Context: an optimization exercise on an open-source flow, tuned for small area, a short achievable clock period and few clock cycles per item. The choices shown serve that exercise and are no tape-out recipe. In this exercise RTL edits were held to simulation tests only and were not proved equivalent to the original. Power is estimated from default activity; no workload was simulated.

== run A ==
==> flow/design.v <==
module pipe_prefix_adder #(
  parameter int WIDTH     = 68,
  parameter int REG_EVERY = 2,
  parameter int TAG_W     = 4,
  parameter int BLK       = 5,
  parameter int EB        = 4
) (
  input  logic             clk,
  input  logic             rst,
  input  logic             in_valid,
  output logic             in_ready,
  input  logic [WIDTH-1:0] a,
  input  logic [WIDTH-1:0] b,
  input  logic             cin,
  input  logic             op,
  input  logic [TAG_W-1:0] tag,
  output logic             out_valid,
  input  logic             out_ready,
  output logic [WIDTH-1:0] sum,
  output logic             cout,
  output logic             ovf,
  output logic             zero,
  output logic [TAG_W-1:0] tag_o
);
  localparam int NB  = (WIDTH + BLK - 1) / BLK;    
  localparam int TLO = (NB - 1) * BLK;             
  function automatic integer lg2(input integer v);
    integer r;
    r = 0;
    while ((1 << r) < v) r = r + 1;
    lg2 = r;
  endfunction
  logic [WIDTH-1:0] bx, p, g, s0_d;
  logic             c0;
  assign bx = op ? ~b : b;
  assign c0 = op | cin;
  assign p  = a ^ bx;
  assign g  = a & bx;
  logic [NB-1:0] eg, ep;
  logic          g_top_d;
  assign eg[0] = c0;
  assign ep[0] = 1'b0;
  for (genvar j = 0; j < NB; j++) begin : g_blk
    localparam int LO = j * BLK;
    localparam int HI = (LO + BLK < WIDTH) ? LO + BLK - 1 : WIDTH - 1;
    localparam int N  = HI - LO + 1;
    logic [N:0] lc;    
    logic [N:0] gc;    
    if (j == 0) begin : g_ci
      assign lc[0] = c0;
    end else begin : g_cz
      assign lc[0] = 1'b0;
    end
    assign gc[0] = 1'b0;
    for (genvar i = 0; i < N; i++) begin : g_bit
      assign lc[i+1] = g[LO+i] | (p[LO+i] & lc[i]);
      assign gc[i+1] = g[LO+i] | (p[LO+i] & gc[i]);
    end
    assign s0_d[HI:LO] = p[HI:LO] ^ lc[N-1:0];
    if (j < NB - 1) begin : g_el
      assign eg[j+1] = gc[N];
      assign ep[j+1] = &p[HI:LO];
    end else begin : g_top
      assign g_top_d = gc[N];
    end
  end
  localparam int LV = lg2(NB);
  logic [NB-1:0] pg [LV+1];
  logic [NB-1:0] pp [LV+1];
  assign pg[0] = eg;
  assign pp[0] = ep;
  for (genvar l = 0; l < LV; l++) begin : g_pl
    for (genvar j = 0; j < NB; j++) begin : g_pj
      if (((j >> l) & 1) == 1) begin : g_cmb
        assign pg[l+1][j] = pg[l][j] | (pp[l][j] & pg[l][((j >> l) << l) - 1]);
        assign pp[l+1][j] = pp[l][j] & pp[l][((j >> l) << l) - 1];
      end else begin : g_pass
        assign pg[l+1][j] = pg[l][j];
        assign pp[l+1][j] = pp[l][j];
      end
    end
  end
  logic z_d;
  assign z_d = ~|(p ^ {a[WIDTH-2:0] | bx[WIDTH-2:0], c0});
  logic [WIDTH-1:0] r_d;
  for (genvar j = 0; j < NB; j++) begin : g_early
    localparam int LO = j * BLK;
    localparam int HI = (LO + BLK < WIDTH) ? LO + BLK - 1 : WIDTH - 1;
    if (j == 0 || j >= EB) begin : g_keep
      assign r_d[HI:LO] = s0_d[HI:LO];
    end else begin : g_fin
      for (genvar i = LO; i <= HI; i++) begin : g_bit
        if (i == LO) begin : g_lo
          assign r_d[i] = s0_d[i] ^ pg[LV][j];
        end else begin : g_hi
          assign r_d[i] = s0_d[i] ^ (pg[LV][j] & (&s0_d[i-1:LO]));
        end
      end
    end
  end
  logic             load;
  logic [WIDTH-1:0] s0_q;
  logic [NB-1:EB]   bc_q;
  logic             g_top_q, p_top_q;
  assign load     = ~out_valid | out_ready;
  assign in_ready = load;
  always_ff @(posedge clk or posedge rst) begin
    if (rst) out_valid <= 1'b0;
    else if (load) out_valid <= in_valid;
  end
  always_ff @(posedge clk) begin
    if (load) begin
      s0_q    <= r_d;
      bc_q    <= pg[LV][NB-1:EB];
      g_top_q <= g_top_d;
      p_top_q <= p[WIDTH-1];
      tag_o   <= tag;
      zero    <= z_d;
    end
  end
  logic [NB-1:0] ones;
  for (genvar j = 0; j < NB; j++) begin : g_sum
    localparam int LO = j * BLK;
    localparam int HI = (LO + BLK < WIDTH) ? LO + BLK - 1 : WIDTH - 1;
    assign ones[j] = &s0_q[HI:LO];
    if (j < EB) begin : g_b0
      assign sum[HI:LO] = s0_q[HI:LO];
    end else begin : g_bj
      for (genvar i = LO; i <= HI; i++) begin : g_bit
        if (i == LO) begin : g_lo
          assign sum[i] = s0_q[i] ^ bc_q[j];
        end else begin : g_hi
          assign sum[i] = s0_q[i] ^ (bc_q[j] & (&s0_q[i-1:LO]));
        end
      end
    end
  end
  assign cout = g_top_q | (bc_q[NB-1] & ones[NB-1]);
  assign ovf  = sum[WIDTH-1] ^ p_top_q ^ cout;
endmodule
export LEC_CHECK = 0
export ABC_AREA = 1
export CAP_MARGIN = 20
export CORE_MARGIN = 2
export CORE_UTILIZATION = 40
export CTS_BUF_LIST = sky130_fd_sc_hd__clkbuf_8
export CTS_CLUSTER_SIZE = 30
export SETUP_SLACK_MARGIN = 1.9
export SLEW_MARGIN = 20
create_clock -name core_clock -period 4.5 [get_ports {clk}]
standard.sh (not shown) runs the stock make flow with config.mk's settings and CLKGATE_MAP_FILE= SYNTH_SCRIPT=/design/flow/synth_recipe.tcl, a recipe that flattens the netlist after the stock synthesis.
==> flow/flow/run.sh <==
#!/bin/bash
# The standard layout, with these changes:
#  - synthesis skips the full/half-adder extraction (ADDER_MAP_FILE empty),
#    leaving all arithmetic to abc; it is otherwise the standard synthesis;
#  - each port gets a buf_1 as its port buffer;
#  - clock tree synthesis adds no dummy loads.
# Each step's output goes to its own log in this folder.
set -e
export BUFFER_PORTS_ARGS="-buffer_cell sky130_fd_sc_hd__buf_1"
ADDER_MAP_FILE= bash standard.sh synth > synth.log 2>&1
bash standard.sh finish "CTS_ARGS=-sink_clustering_enable -repair_clock_nets -buf_list sky130_fd_sc_hd__clkbuf_8 -dont_use_dummy_load" > standard.log 2>&1
Run A: full flow OK, the timing, design-rule and antenna checks passed
Testbench counts of run A, summed over its fixed seeds: cycles 24,008, items 24,000.
### run A -> run B
Settings: a change of SETUP_SLACK_MARGIN from 1.9 to 1.7.
==> summary.txt <==
Taking run A as the reference, in run B clock buffer and inverter area fraction after layout flat; global-route wire length before repair rose by about 1.5%.
In the metrics for run B and run A, the one carrying the lower total of cells resized after clock tree synthesis is run B.
Diff run A -> run B: final standard cell area without fillers fell 380 sq um; final instance count without filler cells went down; first-iteration DRC count -63.
Diff run B and run A: buffers inserted during post-CTS setup optimization higher in run A
Per the final summary, run B finished and its layout is clean on timing, DRC and antenna.
Relative to run B, the following input files were edited for run C:
Settings: a change of SETUP_SLACK_MARGIN from 1.7 to 1.8.
Findings:
- Run C completed every stage of the flow, and the final layout passed the timing, design-rule and antenna checks.
- Delta (run C minus run B): total power higher, fraction of the cycle the final worst path needs lower, global-route wire length before repair roughly the same, post-route cell area higher, setup slack after layout higher.
- Run C against run B: via density per instance went up by about 0.3%; final net count moved up.
- Status: compound-gate portion of the synthesized area parity (run C, run B)
- Run B → run C: detailed-route wire length saw an increase; count of plain and timing-repair buffers saw an increase; worst hold margin saw little to no change.
### run C -> run D
Settings: SETUP_SLACK_MARGIN now 2.0, was 1.8.
[summary]
Taking run C as the reference, in run D met2 usage in global routing shows an increase of 2.3 points; delay of the slowest cell on the worst path shows a reduction of 0.23 ns. Run D against run C: total setup buffers inserted after CTS went up by 52, routed wire length per instance increased by about 6% relative to the old numbers, fraction of area in registers now sits lower, non-clock buffer count now sits higher. Portion of the layout cell area used by non-clock buffers is higher on run D. For the final setup slack of the worst path, run D came in 0.016 ns lower than run C did.
Input changes introduced in run E (baseline for comparison: run D):
Settings: SETUP_SLACK_MARGIN: 2.0 -> 1.8.
--- a/flow/flow/run.sh
+++ b/flow/flow/run.sh
@@ -10,2 +10,2 @@
 ADDER_MAP_FILE= bash standard.sh synth > synth.log 2>&1
-bash standard.sh finish "CTS_ARGS=-sink_clustering_enable -repair_clock_nets -buf_list sky130_fd_sc_hd__clkbuf_8 -dont_use_dummy_load" > standard.log 2>&1
+bash standard.sh finish "CTS_ARGS=-sink_clustering_enable -repair_clock_nets -buf_list sky130_fd_sc_hd__clkbuf_8 -dont_use_dummy_load -sink_clustering_size 30 -sink_clustering_max_diameter 200 -sink_clustering_levels 1" > standard.log 2>&1
Findings:
When the final numbers for run D and run E were put side by side, the share of the core filled with cells turned out to be greater in run D.
Run E: hold slack 0.010 ns above run D
NOTE: first-pass GRT wire length in run E falls short of that of run D

## static timing again, ports no longer ideal
In the flow no input, the clock included, has a driving cell. The finished layouts below were timed again as built, in two steps.
Step 1 assumes that a clkbuf_16 drives the clock port and a buf_2 every other input.
Step 2 moves the port delays by t, midway between the first and last clock arrival at a register: inputs arrive t later, outputs are due t later. That takes back most of the time a late clock gives input paths.
Slacks: ideal ports / drivers / drivers and shift; pairs: ideal ports / drivers.
run	t (ns)	setup WS [ns]	worst setup path after step 2	latest minus earliest clock arrival (ns)	worst data-port slew with drivers (ns)
run A	0.409	1.893 / 1.853 / 1.465	input to register	0.025 / 0.024	0.17
run B	0.408	1.807 / 1.764 / 1.406	input to register	0.025 / 0.025	0.13
run C	0.409	1.905 / 1.861 / 1.471	input to register	0.025 / 0.025	0.13
run D	0.409	1.888 / 1.832 / 1.423	input to register	0.016 / 0.016	0.14
run E	0.409	1.905 / 1.861 / 1.471	input to register	0.025 / 0.025	0.13
After both steps every run listed still meets setup and hold. The setup slack of run D, which loses most, moves by -0.056 ns with the drivers and by -0.465 ns with both steps.
